Source: an optimization exercise on an open RTL-to-GDS flow (aim: small area, a short achievable clock period and few clock cycles per item). Production flows keep margins and buffers that such runs may drop. RTL that was checked went through simulation tests only; none was proved equivalent to the original. No functional check of the RTL was part of run 1.

## config.mk

```make
export PLATFORM = sky130hd
export DESIGN_NAME = aes_cipher_core
export DESIGN_NICKNAME = aes_cipher_core
export VERILOG_FILES = /design/flow/design.v
export SDC_FILE = /design/flow/constraint.sdc
export NUM_CORES = 4
export LEC_CHECK = 0
export CAP_MARGIN = 20
export CORE_AREA = 2 2 246.26 246.8
export DIE_AREA = 0 0 248.26 248.8
export SLEW_MARGIN = 20
```

## constraint.sdc

```tcl
create_clock -name core_clock -period 24.0 [get_ports {clk}]
set_input_delay 4.8000 -clock core_clock [delete_from_list [all_inputs] [get_ports {clk}]]
set_output_delay 4.8000 -clock core_clock [all_outputs]
set_load 0.01 [all_outputs]
```

## design.v

```verilog
module aes_sbox
(
    input  logic [7:0] in_byte,
    output logic [7:0] out_byte
);
    logic U0, U1, U2, U3, U4, U5, U6, U7;
    logic T1, T2, T3, T4, T5, T6, T7, T8, T9, T10, T11, T12, T13, T14;
    logic T15, T16, T17, T18, T19, T20, T21, T22, T23, T24, T25, T26, T27;
    logic M1, M2, M3, M4, M5, M6, M7, M8, M9, M10, M11, M12, M13, M14, M15, M16;
    logic M17, M18, M19, M20, M21, M22, M23;
    logic M37, M38, M39, M40, M41, M42, M43, M44, M45;
    logic M46, M47, M48, M49, M50, M51, M52, M53, M54, M55, M56, M57, M58, M59;
    logic M60, M61, M62, M63;
    logic L0, L1, L2, L3, L4, L5, L6, L7, L8, L9, L10, L11, L12, L13, L14, L15;
    logic L16, L17, L18, L19, L20, L21, L22, L23, L24, L25, L26, L27, L28, L29;
    assign {U0, U1, U2, U3, U4, U5, U6, U7} = in_byte;
    assign T1  = U0 ^ U3;
    assign T2  = U0 ^ U5;
    assign T3  = U0 ^ U6;
    assign T4  = U3 ^ U5;
    assign T5  = U4 ^ U6;
    assign T6  = T1 ^ T5;
    assign T7  = U1 ^ U2;
    assign T8  = U7 ^ T6;
    assign T9  = U7 ^ T7;
    assign T10 = T6 ^ T7;
    assign T11 = U1 ^ U5;
    assign T12 = U2 ^ U5;
    assign T13 = T3 ^ T4;
    assign T14 = T6 ^ T11;
    assign T15 = T5 ^ T11;
    assign T16 = T5 ^ T12;
    assign T17 = T9 ^ T16;
    assign T18 = U3 ^ U7;
    assign T19 = T7 ^ T18;
    assign T20 = T1 ^ T19;
    assign T21 = U6 ^ U7;
    assign T22 = T7 ^ T21;
    assign T23 = T2 ^ T22;
    assign T24 = T2 ^ T10;
    assign T25 = T20 ^ T17;
    assign T26 = T3 ^ T16;
    assign T27 = T1 ^ T12;
    assign M1  = T13 & T6;
    assign M2  = T23 & T8;
    assign M3  = T14 ^ M1;
    assign M4  = T19 & U7;
    assign M5  = M4 ^ M1;
    assign M6  = T3 & T16;
    assign M7  = T22 & T9;
    assign M8  = T26 ^ M6;
    assign M9  = T20 & T17;
    assign M10 = M9 ^ M6;
    assign M11 = T1 & T15;
    assign M12 = T4 & T27;
    assign M13 = M12 ^ M11;
    assign M14 = T2 & T10;
    assign M15 = M14 ^ M11;
    assign M16 = M3 ^ M2;
    assign M17 = M5 ^ T24;
    assign M18 = M8 ^ M7;
    assign M19 = M10 ^ M15;
    assign M20 = M16 ^ M13;
    assign M21 = M17 ^ M15;
    assign M22 = M18 ^ M13;
    assign M23 = M19 ^ T25;
    always_comb
    begin
        case ({M20, M21, M22, M23})
            4'd0: {M37, M38, M39, M40} = 4'b0000;
            4'd1: {M37, M38, M39, M40} = 4'b0011;
            4'd2: {M37, M38, M39, M40} = 4'b0001;
            4'd3: {M37, M38, M39, M40} = 4'b0010;
            4'd4: {M37, M38, M39, M40} = 4'b1100;
            4'd5: {M37, M38, M39, M40} = 4'b0101;
            4'd6: {M37, M38, M39, M40} = 4'b1110;
            4'd7: {M37, M38, M39, M40} = 4'b0110;
            4'd8: {M37, M38, M39, M40} = 4'b0100;
            4'd9: {M37, M38, M39, M40} = 4'b1011;
            4'd10: {M37, M38, M39, M40} = 4'b1010;
            4'd11: {M37, M38, M39, M40} = 4'b0111;
            4'd12: {M37, M38, M39, M40} = 4'b1000;
            4'd13: {M37, M38, M39, M40} = 4'b1001;
            4'd14: {M37, M38, M39, M40} = 4'b1101;
            4'd15: {M37, M38, M39, M40} = 4'b1111;
            default: {M37, M38, M39, M40} = 4'b0000;
        endcase
    end
    assign M41 = M38 ^ M40;
    assign M42 = M37 ^ M39;
    assign M43 = M37 ^ M38;
    assign M44 = M39 ^ M40;
    assign M45 = M42 ^ M41;
    assign M46 = M44 & T6;
    assign M47 = M40 & T8;
    assign M48 = M39 & U7;
    assign M49 = M43 & T16;
    assign M50 = M38 & T9;
    assign M51 = M37 & T17;
    assign M52 = M42 & T15;
    assign M53 = M45 & T27;
    assign M54 = M41 & T10;
    assign M55 = M44 & T13;
    assign M56 = M40 & T23;
    assign M57 = M39 & T19;
    assign M58 = M43 & T3;
    assign M59 = M38 & T22;
    assign M60 = M37 & T20;
    assign M61 = M42 & T1;
    assign M62 = M45 & T4;
    assign M63 = M41 & T2;
    assign L0  = M61 ^ M62;
    assign L1  = M50 ^ M56;
    assign L2  = M46 ^ M48;
    assign L3  = M47 ^ M55;
    assign L4  = M54 ^ M58;
    assign L5  = M49 ^ M61;
    assign L6  = M62 ^ L5;
    assign L7  = M46 ^ L3;
    assign L8  = M51 ^ M59;
    assign L9  = M52 ^ M53;
    assign L10 = M53 ^ L4;
    assign L11 = M60 ^ L2;
    assign L12 = M48 ^ M51;
    assign L13 = M50 ^ L0;
    assign L14 = M52 ^ M61;
    assign L15 = M55 ^ L1;
    assign L16 = M56 ^ L0;
    assign L17 = M57 ^ L1;
    assign L18 = M58 ^ L8;
    assign L19 = M63 ^ L4;
    assign L20 = L0 ^ L1;
    assign L21 = L1 ^ L7;
    assign L22 = L3 ^ L12;
    assign L23 = L18 ^ L2;
    assign L24 = L15 ^ L9;
    assign L25 = L6 ^ L10;
    assign L26 = L7 ^ L9;
    assign L27 = L8 ^ L10;
    assign L28 = L11 ^ L14;
    assign L29 = L11 ^ L17;
    assign out_byte[7] = L6 ^ L24;
    assign out_byte[6] = ~(L16 ^ L26);
    assign out_byte[5] = ~(L19 ^ L28);
    assign out_byte[4] = L6 ^ L21;
    assign out_byte[3] = L20 ^ L22;
    assign out_byte[2] = L25 ^ L29;
    assign out_byte[1] = ~(L13 ^ L27);
    assign out_byte[0] = ~(L6 ^ L23);
endmodule
module aes_mix_columns
(
    input  logic [127:0] in_block,
    input  logic         enable,
    output logic [127:0] delta
);
    function automatic logic [7:0] gf_xtime(input logic [7:0] a);
        gf_xtime = {a[6:0], 1'b0} ^ (a[7] ? 8'h1b : 8'h00);
    endfunction
    always_comb
    begin
        for (int c = 0; c < 4; c++)
        begin
            logic [7:0] a0, a1, a2, a3;
            logic [7:0] s01, s12, s23, s30, t;
            a0  = in_block[127 - 32*c      -: 8];
            a1  = in_block[127 - 32*c - 8  -: 8];
            a2  = in_block[127 - 32*c - 16 -: 8];
            a3  = in_block[127 - 32*c - 24 -: 8];
            s01 = a0 ^ a1;
            s12 = a1 ^ a2;
            s23 = a2 ^ a3;
            s30 = a3 ^ a0;
            t   = s01 ^ s23;
            delta[127 - 32*c      -: 8] = (t ^ gf_xtime(s01)) & {8{enable}};
            delta[127 - 32*c - 8  -: 8] = (t ^ gf_xtime(s12)) & {8{enable}};
            delta[127 - 32*c - 16 -: 8] = (t ^ gf_xtime(s23)) & {8{enable}};
            delta[127 - 32*c - 24 -: 8] = (t ^ gf_xtime(s30)) & {8{enable}};
        end
    end
endmodule
module aes_round_datapath
(
    input  logic         clk,
    input  logic         op_load,
    input  logic         op_mix,
    input  logic [127:0] plain_text,
    input  logic [127:0] round_key,
    output logic [127:0] state
);
    logic [127:0] sub_block;
    logic [127:0] shifted;
    logic [127:0] delta;
    for (genvar i = 0; i < 16; i++)
    begin : g_sbox
        aes_sbox sbox_i (
            .in_byte  (state[127 - 8*i -: 8]),
            .out_byte (sub_block[127 - 8*i -: 8])
        );
    end
    always_comb
    begin
        for (int c = 0; c < 4; c++)
        begin
            for (int r = 0; r < 4; r++)
            begin
                shifted[127 - 8*(4*c + r) -: 8] = sub_block[127 - 8*(4*((c + r) % 4) + r) -: 8];
            end
        end
    end
    aes_mix_columns mix_columns_i (
        .in_block  (shifted),
        .enable    (op_mix),
        .delta     (delta)
    );
    always_ff @(posedge clk)
    begin
        state <= (op_load ? plain_text : shifted) ^ delta ^ round_key;
    end
endmodule
module aes_round_ctrl
(
    input  logic       clk,
    input  logic       reset_n,
    input  logic       start,
    output logic       op_load,
    output logic       op_mix,
    output logic [3:0] round_num,
    output logic       valid
);
    logic [3:0] count;
    logic       done;
    always_ff @(posedge clk or negedge reset_n)
    begin
        if (!reset_n)
        begin
            count <= 4'd0;
            done  <= 1'b0;
        end
        else
        begin
            done <= (count == 4'd10);
            if (count == 4'd0)
            begin
                count <= (start && !done) ? 4'd1 : 4'd0;
            end
            else if (count == 4'd10)
            begin
                count <= 4'd0;
            end
            else
            begin
                count <= count + 4'd1;
            end
        end
    end
    assign op_load   = (count == 4'd0);
    assign op_mix    = (count != 4'd0) && (count != 4'd10);
    assign round_num = count;
    assign valid     = done;
endmodule
module aes_cipher_core
(
    input  logic         clk,
    input  logic         reset_n,
    input  logic         start,
    input  logic [127:0] plain_text,
    input  logic [127:0] round_key,
    output logic [3:0]   round_num,
    output logic         valid,
    output logic [127:0] cipher_text
);
    logic op_load;
    logic op_mix;
    aes_round_ctrl round_ctrl_i (
        .clk       (clk),
        .reset_n   (reset_n),
        .start     (start),
        .op_load   (op_load),
        .op_mix    (op_mix),
        .round_num (round_num),
        .valid     (valid)
    );
    aes_round_datapath round_datapath_i (
        .clk        (clk),
        .op_load    (op_load),
        .op_mix     (op_mix),
        .plain_text (plain_text),
        .round_key  (round_key),
        .state      (cipher_text)
    );
endmodule
```

## flow/run.sh

```bash
#!/bin/bash
# Own layout flow: the standard flow (standard.sh), with two changes to how
# the layout is made:
#  * the final ABC mapping in synthesis uses an area-oriented script instead of
#    ORFS's (which maps this XOR-heavy design to nearly twice the area); every
#    step before it, and so every register and its name, is the standard one;
#  * the port buffers that global placement inserts are buf_1 cells.
# Each tool's output is written to a log of its own in the work folder.
set -euo pipefail
W=$PWD
ABC_SCRIPT=$(cat "$W/flow/abc.script")

cat > "$W/own_synth.tcl" <<EOT
proc abc {args} {
  set i [lsearch -exact \$args -script]
  if {\$i >= 0} { lset args [expr {\$i + 1}] {$ABC_SCRIPT} }
  yosys abc {*}\$args
}
source $W/synth_recipe.tcl
EOT

EXTRA=()
if [[ -f "$W/flow/make.args" ]]; then
  while IFS= read -r line; do
    [[ -n "$line" ]] && EXTRA+=("$line")
  done < "$W/flow/make.args"
fi

bash "$W/standard.sh" "SYNTH_SCRIPT=$W/own_synth.tcl" \
  "BUFFER_PORTS_ARGS=-buffer_cell sky130_fd_sc_hd__buf_1" \
  "${EXTRA[@]}" finish > "$W/flow_make.log" 2>&1
```

## flow/abc.script

```
+strash;dc2;&get,-n;&dch,-f;&nf,-R,1000;&put;
```

## flow/make.args

```
SETUP_SLACK_MARGIN=17.5
```

## standard.sh

```bash
#!/bin/bash
# synth_recipe.tcl (not shown) runs the flow's synth.tcl, then flattens the netlist and writes it again
# the make line also repeats each setting of config.mk as NAME=value (left out here)
make -C /OpenROAD-flow-scripts/flow DESIGN_CONFIG=/design/flow/config.mk WORK_HOME=/design/flow/orfs CLKGATE_MAP_FILE= SYNTH_SCRIPT=/design/flow/synth_recipe.tcl "${@:-finish}"
```

==> results of run 1 <==
==> cell usage in the layout (no fill, tap or decap), drive strengths merged <==
cell type and count:
a211oi 43, a21o 6, a21oi 85, a22oi 3
a31oi 1, and2 23, and4 1, buf 424
bufinv 1, clkbuf 21, clkinv 59, clkinvlp 4
dfrtp 5, dfxtp 128, ha 87, inv 2
mux2i 65, mux4 1, nand2 187, nand2b 48
nand3 6, nor2 443, nor2b 45, nor3 3
o211ai 3, o21a 3, o21ai 67, o221a 1
o22ai 6, o31a 9, o31ai 3, o32a 1
o32ai 2, or2 17, xnor2 1205, xnor3 1
xor2 552
==> cell families (layout without fill, tap and decap cells) <==
family,count (synthesis),after routing,synth area share [%]
XOR/XNOR,1758,1758,60.06
AND/OR/NAND/NOR,773,773,12.67
AO/OA/AOI/OAI,233,233,5.379
buffers and inverters,183,511,4.550
flip-flops,133,133,10.47
adder cells (fa/ha/maj),87,87,4.242
multiplexers,66,66,2.623
==> repair_timing <==
action                                  4_1_cts  5_1_grt
pin swaps                                     0       16
buffers inserted                              0       26
endpoints found under the setup margin       84      128
gates resized for setup                      74      190
==> critical path, stage by stage (launching register included) <==
cell	delay, ns
dfxtp_1	0.58
xor2_1	0.34
xnor2_2	0.17
xnor2_1	0.27
ha_1	0.29
xor2_1	0.17
xnor2_1	0.24
xnor2_2	0.15
ha_1	0.30
nand2b_1	0.17
clkinv_1	0.08
a21oi_1	0.33
xor2_1	0.30
xnor2_1	0.18
nor2_1	0.09
xor2_2	0.15
buf_4	0.17
buf_4	0.15
xnor2_2	0.40
xor2_1	0.35
xnor2_2	0.22
xor2_1	0.27
nor2_1	0.07
a211oi_1	0.46
xnor2_1	0.17
==> cell type report <==
type / instances / share of cell area, %
multi-input combinational: 2917 / 79.45
sequential: 133 / 9.003
timing repair buffer: 424 / 5.730
tap: 773 / 3.231
clock buffer: 21 / 1.538
inverter: 55 / 0.7063
clock inverter: 11 / 0.3385
==> metal layers <==
metal	vias to the layer above	track usage (%)	routed length, µm
met5	-	0	0
met4	0	7.755	2091
met3	94	4.072	4120
met2	503	39.98	36870
met1	9799	32.60	35370
li1	10630	-	-
==> metrics by stage <==
stage	setup slack, ns
finish	17.80
global route	17.35
CTS	17.45
detailed placement	16.81
global placement	16.82
floorplan	15.75
==> how the worst min path moves through the flow <==
stage                            startpoint                    end  slack [ns]  depth (start not counted)
after floorplan           round_ctrl_i.done  round_ctrl_i.count[0]        0.49                          1
after global placement    round_ctrl_i.done  round_ctrl_i.count[0]        0.45                          1
after detailed placement  round_ctrl_i.done  round_ctrl_i.count[0]        0.46                          1
after CTS                 round_ctrl_i.done  round_ctrl_i.count[0]        0.46                          1
after global routing      round_ctrl_i.done  round_ctrl_i.count[0]        0.49                          1
final                     round_ctrl_i.done  round_ctrl_i.count[0]        0.46                          1
==> sequential cells by signal, indices dropped and copies added, names as in the netlist <==
name                    count
round_datapath_i.state    128
round_ctrl_i.done           1
round_ctrl_i.count          4
==> key figures, run 1 <==
Synthesis
  • Post-synth EDFFs: 0
  • Unique cell type count in the Yosys netlist: 33
  • Post-Synthesis Cell Area: 25660 µm²
  • Flops & latches, synth: 133
  • Syn. warnings: 4
  • Count leader, synth: xnor2_1
  • Seq/Total Area, Yosys: 10.47%
  • Top cell type by total area after synthesis: xnor2_1
  • Synth Area per Inst: 7.936 µm²
  • Yosys top cell area share: 41.13%
  • Post-synthesis async set-or-reset flop share: 3.759%
  • Net Count, Synth: 3579
  • Syn Inst Count: 3233
  • Synth Flop Type: dfxtp_1
  • Synth top area cells: xnor2_1 (41%), xor2_1 (19%), dfxtp_1 (10%)
  • Most frequent cells after synthesis: xnor2_1 (1205), xor2_1 (552), nor2_1 (443)

Placement
  • Final HPWL DP: 64.64 mm
  • PortBufs: 391
  • Final Wtd Congestion: 0.9577
  • Cell Count Post-Placement: 4276
  • Placed cell areas: 27230 µm²

Critical path
  • Worst setup endpoint: round_datapath_i.state[99]
  • R2R depth: 24
  • Required @ worst endpoint: 24.41 ns
  • Worst Path Arrival: 6.61 ns
  • Critical path class: reg2reg
  • CP Launch Type: flip-flop
  • CP startpoint: round_datapath_i.state[2]
  • Critical Path End Type: flip-flop
  • RR Startpoint: round_datapath_i.state[2]
  • R2R Setup Slk: 17.80 ns
  • Reg2reg end: round_datapath_i.state[99]
  • Largest fanout on the critical path: 5

Cells and area
  • Post-Layout Inst Area: 29940 µm²
  • Fillers: 5843
  • Layout cell share with drive strength beyond 1: 9.127%
  • Nets@finish: 3894
  • N_diodes: 0
  • Area grow syn2layout: 16.67%
  • Multi-input logic area: 23790 µm²
  • Register area: 2695 µm²
  • Layout Utilization: 50.72%
  • Non-Filler Instances: 4334

CTS
  • # H-tree levels: 4
  • Clk Latency, worst-skew pair: 0.49 ns
  • CTS buffer count: 17
  • CTS Root Cell: clkbuf_16
  • Clock transition at path regs: 0.07 ns
  • CTS sink count: 133
  • CTS tree: built
  • # hold bufs at CTS: 0
  • Clk buf depth: 2

STA
  • Fmax: 0.1614 GHz
  • Slew margin rel.: 39.72%
  • Clock Skew: 0.01929 ns
  • Setup tns final: 0 ns
  • Endpoints failing setup: 0
  • Max-slew violation count: 0
  • Worst Tran Pin Value: 0.9043 ns
  • Minimum clock period: 6.197 ns
  • Final period utilization: 25.82%
  • RSZ-0062 raised after global routing: yes
  • WHS: 0.4634 ns
  • Hold Fails Final Rpt: 0

Global routing
  • First-pass GRT wire length: 116.6 mm
  • Gr ovfl total: 0
  • Total track usage: 24.49%
  • Initial antenna violation count: 2
  • Largest net degree at the start of global routing: 101
  • Vias in the first global route: 20520

Drt
  • Routed Antenna Nets: 0
  • DR pass1 iterations: 5
  • Detailed-route via count: 21030
  • # DRC: 0
  • Final wirelength: 78.46 mm
  • Post-DR vias/cell: 4.852
  • DR iter-0 viols: 1011
  • WL per Instance: 18.10 µm

Run status
  • Status: finished clean

Min path
  • Hold Crit Class: reg2reg

Floorplanning
  • Core area: 59020 µm²
  • Cell row count: 89
  • Die Ht: 248.8 µm
  • I/O pin total: 392
  • Die ar.: 61770 µm²
  • Die Width: 248.3 µm
  • Starting density of the core: 43.47%

Job
  • MaxCap Viol Count: 0
==> run 2: changes to the inputs <==
--- a/design.v
+++ b/design.v
@@ -8,10 +8,9 @@
     logic T15, T16, T17, T18, T19, T20, T21, T22, T23, T24, T25, T26, T27;
     logic M1, M2, M3, M4, M5, M6, M7, M8, M9, M10, M11, M12, M13, M14, M15, M16;
-    logic M17, M18, M19, M20, M21, M22, M23;
-    logic M37, M38, M39, M40, M41, M42, M43, M44, M45;
+    logic M17, M18, M19, M20, M21, M22, M23, M24, M25, M26, M27, M28, M29, M30;
+    logic M31, M32, M33, M34, M35, M36, M37, M38, M39, M40, M41, M42, M43, M44, M45;
     logic M46, M47, M48, M49, M50, M51, M52, M53, M54, M55, M56, M57, M58, M59;
     logic M60, M61, M62, M63;
-    logic L0, L1, L2, L3, L4, L5, L6, L7, L8, L9, L10, L11, L12, L13, L14, L15;
-    logic L16, L17, L18, L19, L20, L21, L22, L23, L24, L25, L26, L27, L28, L29;
+    logic N18, N19, N20, N21, N22, N23, N24, N25, N26, N27, N28, N29, N30, N31, N32, N33, N34, N35, N36, N37, N38, N39, N40, N41, N42, N43, N44, N45, N46, N47, N48, N49, N50, N51;
     assign {U0, U1, U2, U3, U4, U5, U6, U7} = in_byte;
     assign T1  = U0 ^ U3;
@@ -65,26 +64,21 @@
     assign M22 = M18 ^ M13;
     assign M23 = M19 ^ T25;
-    always_comb
-    begin
-        case ({M20, M21, M22, M23})
-            4'd0: {M37, M38, M39, M40} = 4'b0000;
-            4'd1: {M37, M38, M39, M40} = 4'b0011;
-            4'd2: {M37, M38, M39, M40} = 4'b0001;
-            4'd3: {M37, M38, M39, M40} = 4'b0010;
-            4'd4: {M37, M38, M39, M40} = 4'b1100;
-            4'd5: {M37, M38, M39, M40} = 4'b0101;
-            4'd6: {M37, M38, M39, M40} = 4'b1110;
-            4'd7: {M37, M38, M39, M40} = 4'b0110;
-            4'd8: {M37, M38, M39, M40} = 4'b0100;
-            4'd9: {M37, M38, M39, M40} = 4'b1011;
-            4'd10: {M37, M38, M39, M40} = 4'b1010;
-            4'd11: {M37, M38, M39, M40} = 4'b0111;
-            4'd12: {M37, M38, M39, M40} = 4'b1000;
-            4'd13: {M37, M38, M39, M40} = 4'b1001;
-            4'd14: {M37, M38, M39, M40} = 4'b1101;
-            4'd15: {M37, M38, M39, M40} = 4'b1111;
-            default: {M37, M38, M39, M40} = 4'b0000;
-        endcase
-    end
+    assign M24 = M22 ^ M23;
+    assign M25 = M22 & M20;
+    assign M26 = M21 ^ M25;
+    assign M27 = M20 ^ M21;
+    assign M28 = M23 ^ M25;
+    assign M29 = M28 & M27;
+    assign M30 = M26 & M24;
+    assign M31 = M20 & M23;
+    assign M32 = M27 & M31;
+    assign M33 = M27 ^ M25;
+    assign M34 = M21 & M22;
+    assign M35 = M24 & M34;
+    assign M36 = M24 ^ M25;
+    assign M37 = M21 ^ M29;
+    assign M38 = M32 ^ M33;
+    assign M39 = M23 ^ M30;
+    assign M40 = M35 ^ M36;
     assign M41 = M38 ^ M40;
     assign M42 = M37 ^ M39;
@@ -110,42 +104,46 @@
     assign M62 = M45 & T4;
     assign M63 = M41 & T2;
-    assign L0  = M61 ^ M62;
-    assign L1  = M50 ^ M56;
-    assign L2  = M46 ^ M48;
-    assign L3  = M47 ^ M55;
-    assign L4  = M54 ^ M58;
-    assign L5  = M49 ^ M61;
-    assign L6  = M62 ^ L5;
-    assign L7  = M46 ^ L3;
-    assign L8  = M51 ^ M59;
-    assign L9  = M52 ^ M53;
-    assign L10 = M53 ^ L4;
-    assign L11 = M60 ^ L2;
-    assign L12 = M48 ^ M51;
-    assign L13 = M50 ^ L0;
-    assign L14 = M52 ^ M61;
-    assign L15 = M55 ^ L1;
-    assign L16 = M56 ^ L0;
-    assign L17 = M57 ^ L1;
-    assign L18 = M58 ^ L8;
-    assign L19 = M63 ^ L4;
-    assign L20 = L0 ^ L1;
-    assign L21 = L1 ^ L7;
-    assign L22 = L3 ^ L12;
-    assign L23 = L18 ^ L2;
-    assign L24 = L15 ^ L9;
-    assign L25 = L6 ^ L10;
-    assign L26 = L7 ^ L9;
-    assign L27 = L8 ^ L10;
-    assign L28 = L11 ^ L14;
-    assign L29 = L11 ^ L17;
-    assign out_byte[7] = L6 ^ L24;
-    assign out_byte[6] = ~(L16 ^ L26);
-    assign out_byte[5] = ~(L19 ^ L28);
-    assign out_byte[4] = L6 ^ L21;
-    assign out_byte[3] = L20 ^ L22;
-    assign out_byte[2] = L25 ^ L29;
-    assign out_byte[1] = ~(L13 ^ L27);
-    assign out_byte[0] = ~(L6 ^ L23);
+    assign N18 = M61 ^ M62;
+    assign N19 = M50 ^ N18;
+    assign N20 = M55 ^ M56;
+    assign N21 = M46 ^ M49;
+    assign N22 = M47 ^ N20;
+    assign N23 = M48 ^ M58;
+    assign N24 = M53 ^ N19;
+    assign N25 = N19 ^ N22;
+    assign N26 = M54 ^ M60;
+    assign N27 = N21 ^ N23;
+    assign N28 = M46 ^ M52;
+    assign N29 = M51 ^ M59;
+    assign N30 = M63 ^ N26;
+    assign N31 = M54 ^ M58;
+    assign N32 = N18 ^ N22;
+    assign N33 = N27 ^ N29;
+    assign N34 = M49 ^ M52;
+    assign N35 = M61 ^ N23;
+    assign N36 = M48 ^ M51;
+    assign N37 = M56 ^ M57;
+    assign N38 = N29 ^ N31;
+    assign N39 = N28 ^ N35;
+    assign N40 = N18 ^ N33;
+    assign N41 = N21 ^ N25;
+    assign N42 = N20 ^ N34;
+    assign N43 = N24 ^ N38;
+    assign N44 = N30 ^ N39;
+    assign N45 = N26 ^ N37;
+    assign N46 = M53 ^ N28;
+    assign N47 = N32 ^ N46;
+    assign N48 = N24 ^ N42;
+    assign N49 = N25 ^ N36;
+    assign N50 = N27 ^ N45;
+    assign N51 = N24 ^ N50;
+    assign out_byte[0] = ~N40;
+    assign out_byte[1] = ~N43;
+    assign out_byte[2] = N51;
+    assign out_byte[3] = N49;
+    assign out_byte[4] = N41;
+    assign out_byte[5] = ~N44;
+    assign out_byte[6] = ~N47;
+    assign out_byte[7] = N48;
 endmodule
 module aes_mix_columns
==> run 2 against run 1 <==
Net effect:
- maximum frequency barely moved
- synthesized area shrank 8.5%
- worst setup slack got worse by 0.0055 ns
- largest cell class unchanged
==> key figures, run 2 <==
Run status
  • Status: finished clean (unchanged)

Min path
  • Hold Crit Class: reg2reg (unchanged)

STA
  • Endpoints failing setup: 0 (unchanged)
  • Max-slew violation count: 0 (unchanged)
  • Setup tns final: 0 ns (unchanged)
  • Worst Tran Pin Value: 1.022 ns (was 0.9043 ns)
  • Hold Fails Final Rpt: 0 (unchanged)
  • Minimum clock period: 6.203 ns (was 6.197 ns)
  • RSZ-0062 raised after global routing: yes (unchanged)
  • Final worst slack: 17.80 ns (about the same)
  • Fmax: 0.1612 GHz (was 0.1614 GHz)
  • Slew margin rel.: 31.83% (was 39.72%)
  • Final period utilization: 25.84% (was 25.82%)
  • Clock Skew: 0.01396 ns (was 0.01929 ns)

Cells and area
  • Nets@finish: 3731 (was 3894)
  • Commonest non-fill, non-tap cell in the layout: xnor2_1 (unchanged)
  • N_diodes: 0 (unchanged)
  • Largest regs: round_datapath_i.state: 128 flops, round_ctrl_i.count: 4 flops, round_ctrl_i.done: 1 flops (unchanged)
  • Non-Filler Instances: 4223 (was 4334)
  • Layout cell share with drive strength beyond 1: 6.899% (was 9.127%)
  • Layout Utilization: 47.37% (was 50.72%)
  • Area grow syn2layout: 19.13% (was 16.67%)
  • Number of flip-flops under the largest register name: 128 (unchanged)
  • Most frequent cells in the layout: xnor2_1 (1034), xor2_1 (484), nor2_1 (411) (was xnor2_1 (1026), xor2_1 (491), nor2_1 (443))
  • Reg with most FFs: round_datapath_i.state (unchanged)

Drt
  • Routed Antenna Nets: 0 (unchanged)
  • Detailed-route via count: 20490 (was 21030)
  • Final wirelength: 75.03 mm (was 78.46 mm)
  • Post-DR vias/cell: 4.853 (was 4.852)
  • # DRC: 0 (unchanged)
  • DR iter-0 viols: 1113 (was 1011)
  • WL per Instance: 17.77 µm (was 18.10 µm)
  • DR pass1 iterations: 5 (unchanged)

Placement
  • Place WS: 17.14 ns (was 16.81 ns)
  • Cell Count Post-Placement: 4190 (was 4276)
  • Final HPWL DP: 62.20 mm (was 64.64 mm)
  • PortBufs: 391 (unchanged)
  • Final Wtd Congestion: 0.9588 (was 0.9577)

Synthesis
  • Yosys top cell area share: 43.74% (was 41.13%)
  • Post-Synthesis Cell Area: 23470 µm² (was 25660 µm²)
  • Post-synth EDFFs: 0 (unchanged)
  • Flops & latches, synth: 133 (unchanged)
  • Seq/Total Area, Yosys: 11.45% (was 10.47%)
  • Syn Inst Count: 3022 (was 3233)
  • Synth Area per Inst: 7.766 µm² (was 7.936 µm²)
  • Count leader, synth: xnor2_1 (unchanged)
  • Unique cell type count in the Yosys netlist: 35 (was 33)
  • Synth top area cells: xnor2_1 (44%), xor2_1 (20%), dfxtp_1 (11%) (was xnor2_1 (41%), xor2_1 (19%), dfxtp_1 (10%))
  • Post-synthesis async set-or-reset flop share: 3.759% (unchanged)
  • Synth Flop Type: dfxtp_1 (unchanged)
  • Syn. warnings: 3 (was 4)
  • Top cell type by total area after synthesis: xnor2_1 (unchanged)
  • Net Count, Synth: 3316 (was 3579)
  • Most frequent cells after synthesis: xnor2_1 (1172), xor2_1 (528), nor2_1 (411) (was xnor2_1 (1205), xor2_1 (552), nor2_1 (443))

Floorplanning
  • Die ar.: 61770 µm² (unchanged)
  • Die Width: 248.3 µm (unchanged)
  • Cell row count: 89 (unchanged)
  • Die Ht: 248.8 µm (unchanged)
  • Core area: 59020 µm² (unchanged)
  • Starting density of the core: 39.76% (was 43.47%)
  • I/O pin total: 392 (unchanged)

Critical path
  • Largest fanout on the critical path: 5 (unchanged)
  • Delay of the slowest critical-path stage: 0.56 ns (was 0.58 ns)
  • CP max-delay cell: dfxtp_1 (unchanged)
  • Critical path class: reg2out (was reg2reg)
  • CP Buf/Inv Count: 1 (was 3)
  • Required @ worst endpoint: 19.20 ns (was 24.41 ns)
  • Worst Path Arrival: 1.40 ns (was 6.61 ns)
  • Critical Path End Type: primary output (was flip-flop)
  • Crit path max-delay family: flip-flops (was XOR/XNOR gates)
  • CP Launch Type: flip-flop (unchanged)
  • Crit-path cells: buf_1 (was xor2_1 -> xnor2_2 -> xnor2_1 -> ha_1 -> xor2_1 -> xnor2_1 -> xnor2_2 -> ha_1 -> nand2b_1 -> clkinv_1 -> a21oi_1 -> xor2_1 -> xnor2_1 -> nor2_1 -> xor2_2 -> buf_4 -> buf_4 -> xnor2_2 -> xor2_1 -> xnor2_2 -> xor2_1 -> nor2_1 -> a211oi_1 -> xnor2_1)

Global routing
  • Gr ovfl total: 0 (unchanged)
  • Largest net degree at the start of global routing: 90 (was 101)
  • Vias in the first global route: 20390 (was 20520)
  • Initial antenna violation count: 2 (unchanged)
  • Total track usage: 23.79% (was 24.49%)
  • First-pass GRT wire length: 113.5 mm (was 116.6 mm)

CTS
  • Clk Latency, worst-skew pair: 0.50 ns (was 0.49 ns)
  • CTS tree: built (unchanged)
  • Clock transition at path regs: 0.07 ns (about the same)
  • CTS buffer count: 17 (unchanged)
  • CTS sink count: 133 (unchanged)
  • CTS Root Cell: clkbuf_16 (unchanged)
  • # H-tree levels: 4 (unchanged)
  • Clk buf depth: 2 (unchanged)

Job
  • MaxCap Viol Count: 0 (unchanged)
-- run 2: cell count changes after synthesis, sizes merged, moves of 29 or more --
cell | before | now
buf | 128 | 0
nand2 | 187 | 251
nor2b | 45 | 16
ha | 87 | 35
xnor2 | 1205 | 1172
nor2 | 443 | 411
-- run 2: per-stage QoR --
step                hold WS, ns  cell area (µm²)
floorplan                0.4931            23480
global placement         0.4438            25960
detailed placement       0.4405            25960
CTS                      0.4575            26790
global route             0.4897            27960
finish                   0.4505            27960
-- run 2: cell families after synthesis --
| logic type | Yosys count | synth area share, % |
|---|---|---|
| buffers and inverters | 60 | 0.9597 |
| multiplexers | 52 | 2.223 |
| AO/OA/AOI/OAI | 251 | 6.152 |
| XOR/XNOR | 1700 | 63.44 |
| flip-flops | 133 | 11.45 |
| AND/OR/NAND/NOR | 791 | 13.90 |
| adder cells (fa/ha/maj) | 35 | 1.866 |
-- run 2: cell type report --
cell class / instances / area [µm²]
clock buffer: 19 / 452.9
clock inverter: 13 / 108.9
fill: 5934 / 31060
inverter: 60 / 225.2
multi-input combinational: 2829 / 22000
sequential: 133 / 2701
tap: 773 / 967.2
timing repair buffer: 396 / 1505
-- run 2: path summary, 6_finish.rpt --
| kind | startpoint | end | slack (ns) | cells after the start |
|---|---|---|---|---|
| worst max-delay path | round_datapath_i.state[104] | cipher_text[104] | 17.80 | 1 |
| worst min-delay path | round_ctrl_i.done | round_ctrl_i.count[0] | 0.45 | 1 |
| worst max register to register | round_datapath_i.state[36] | round_datapath_i.state[2] | 17.82 | 22 |
| worst min register to register | round_ctrl_i.done | round_ctrl_i.count[0] | 0.45 | 1 |
| max in group asynchronous | reset_n | round_ctrl_i.count[2] | 19.64 | 1 |
| min in group asynchronous | reset_n | round_ctrl_i.done | 4.14 | 1 |
-- run 2: timing repair --
item / 4_1_cts / 5_1_grt
setup endpoints to repair: 64 / 124
hold buffers: 0 / 0
pin swaps: 0 / 4
resized for setup: 39 / 172
buffers inserted: 0 / 1
-- run 2: routing by layer --
layer | global-route usage [%] | part of all wire (%) | vias to the layer above | routed length [µm]
li1 | - | - | 10370 | -
met1 | 30.27 | 43 | 9495 | 32350
met2 | 39.60 | 48 | 516 | 35770
met3 | 5.279 | 6.4 | 113 | 4807
met4 | 7.432 | 2.8 | 2 | 2091
met5 | 0 | 0.017 | - | 13
Testbench counts of run 2, summed over its fixed seeds: cycles 2,304, blocks 192.

==> separate check: timing with driven ports <==
No port has a modelled driver above. Below, the same layouts with a new extraction and two added sets of constraints. Step 1, drivers: a clkbuf_16 drives clk and a buf_2 each remaining input, both assumed. Step 2 also shifts input and output timing later by t, the mid clock arrival at the registers, as if the neighbouring blocks saw the same clock. Slacks: no drivers / after step 1 / after step 2; pairs: no drivers / after step 1.
| run | t, ns | setup WS [ns] | hold WS [ns] | worst setup path at the end | worst slew at a driven data input, ns |
|---|---|---|---|---|---|
| run 1 | 0.538 | 17.803 / 17.791 / 17.803 | 0.463 / 0.463 / 0.463 | register to register | 0.08 |
| run 2 | 0.552 | 17.797 / 17.738 / 17.817 | 0.450 / 0.451 / 0.451 | register to register | 0.05 |
After both steps setup and hold are still met in every run listed.
